This design comes from an exercise in tuning for small area on the open sky130 flow, not from production work.
In this exercise RTL edits were held to simulation tests only and were not proved equivalent to the original.

## lif_neuron_grid
module lif_neuron_grid #(
  parameter int WIDTH    = 8,
  parameter int LAYERS   = 3,
  parameter int WEIGHT_W = 4,
  parameter int THR_W    = 6,
  parameter int ACC_W    = 8,
  parameter int REFRAC   = 2
) (
  input  logic             clk,
  input  logic             rst_n,
  input  logic             tick,
  input  logic [WIDTH-1:0] spike_in,
  input  logic             cfg_en,
  input  logic             cfg_data,
  output logic             cfg_out,
  output logic [WIDTH-1:0] spike_out,
  output logic             spike_valid
);
Size in the first run: roughly 3200 cells after synthesis, ~23 I/O pins.
Settings: LEC_CHECK=0, CAP_MARGIN=20, CORE_MARGIN=2, CORE_UTILIZATION=60, CTS_BUF_LIST=sky130_fd_sc_hd__clkbuf_16, CTS_CLUSTER_DIAMETER=60, CTS_CLUSTER_SIZE=30, SLEW_MARGIN=20, SYNTH_HIERARCHICAL=1; clock period 7.5 ns.
run.sh (not shown) runs the stock make flow with config.mk's settings and CLKGATE_MAP_FILE= SYNTH_SCRIPT=/design/flow/synth_recipe.tcl, a recipe that flattens the netlist after the stock synthesis.
Then changed:
--- a/flow/design.v
+++ b/flow/design.v
@@ -176,16 +176,16 @@
   fa u_t44 (.a(t29), .b(t30), .c(t43), .s(t44), .co(t45));
   fa u_t46 (.a(t31), .b(t32), .c(t45), .s(t46), .co(t47));
   fa u_t48 (.a(t33), .b(t34), .c(t47), .s(t48), .co(t49));
   fa u_t50 (.a(t35), .b(t36), .c(t49), .s(t50), .co(t51));
   fa u_t52 (.a(t24), .b(t37), .c(t51), .s(t52), .co(t53));
   assign raw = {1'b1 ^ t53, t52, t50, t48, t46, t44, t42, t40, t38};
   logic [6:0] g;
+  assign g[0] = 1'b1;
   always_comb begin
-    g[0] = 1'b1;
     for (int i = 0; i < 6; i++)
       g[i+1] = (raw[i] & ~thr[i]) | ((raw[i] | ~thr[i]) & g[i]);
   end
   logic thr_nz, ge, fire, in_ref, ovf_n;
   assign thr_nz = en & (|thr);
   assign ge     = ~raw[8] & (raw[7] | raw[6] | g[6]);
   assign fire   = thr_nz & ge;
@@ -263,16 +263,16 @@
   fa u_t42 (.a(t27), .b(t28), .c(t41), .s(t42), .co(t43));
   fa u_t44 (.a(t29), .b(t30), .c(t43), .s(t44), .co(t45));
   fa u_t46 (.a(t31), .b(t32), .c(t45), .s(t46), .co(t47));
   fa u_t48 (.a(t33), .b(t34), .c(t47), .s(t48), .co(t49));
   fa u_t50 (.a(t22), .b(t35), .c(t49), .s(t50), .co(t51));
   assign raw = {1'b1 ^ t51, t50, t48, t46, t44, t42, t40, t38, t36};
   logic [6:0] g;
+  assign g[0] = 1'b1;
   always_comb begin
-    g[0] = 1'b1;
     for (int i = 0; i < 6; i++)
       g[i+1] = (raw[i] & ~thr[i]) | ((raw[i] | ~thr[i]) & g[i]);
   end
   logic thr_nz, ge, fire, in_ref, ovf_n;
   assign thr_nz = en & (|thr);
   assign ge     = ~raw[8] & (raw[7] | raw[6] | g[6]);
   assign fire   = thr_nz & ge;
@@ -350,16 +350,16 @@
   fa u_t42 (.a(t27), .b(t28), .c(t41), .s(t42), .co(t43));
   fa u_t44 (.a(t29), .b(t30), .c(t43), .s(t44), .co(t45));
   fa u_t46 (.a(t31), .b(t32), .c(t45), .s(t46), .co(t47));
   fa u_t48 (.a(t33), .b(t34), .c(t47), .s(t48), .co(t49));
   fa u_t50 (.a(t22), .b(t35), .c(t49), .s(t50), .co(t51));
   assign raw = {1'b1 ^ t51, t50, t48, t46, t44, t42, t40, t38, t36};
   logic [6:0] g;
+  assign g[0] = 1'b1;
   always_comb begin
-    g[0] = 1'b1;
     for (int i = 0; i < 6; i++)
       g[i+1] = (raw[i] & ~thr[i]) | ((raw[i] | ~thr[i]) & g[i]);
   end
   logic thr_nz, ge, fire, in_ref, ovf_n;
   assign thr_nz = en & (|thr);
   assign ge     = ~raw[8] & (raw[7] | raw[6] | g[6]);
   assign fire   = thr_nz & ge;
Result: Global-route usage does not change. Sequential share of layout area stays the same. Cell area does not change. Clock skew stays the same. Via count does not change. Worst setup slack stays the same. Utilization is unchanged. Area after synthesis is unchanged. Cell count does not change. Routed wire length does not change.

==> afterwards: timing with drivers on the ports <==
How much do the figures lean on ideal ports? The routed layouts below were timed once more, with nothing changed but the port constraints. Step 1: set_driving_cell puts a clkbuf_16 on clk and a buf_2 on each other input, an assumption about the parent block. Step 2, shift: input delay + t, output delay - t, t = (earliest + latest rising clock arrival at the registers) / 2. This alone moves slack from input paths to output paths. Slacks: ideal ports / drivers / drivers and shift; pairs: ideal ports / drivers.
run | t, ns | slack for setup (ns) | worst setup path at the end | latest minus earliest clock arrival (ns) | pins driven straight from the clock port
the first run | 0.707 | 0.627 / 0.672 / -0.034 | input to register | 0.045 / 0.045 | 1
the second run | 0.707 | 0.627 / 0.672 / -0.034 | input to register | 0.045 / 0.045 | 1
Met with ideal ports but missed after step 2: setup timing in the first run and the second run.
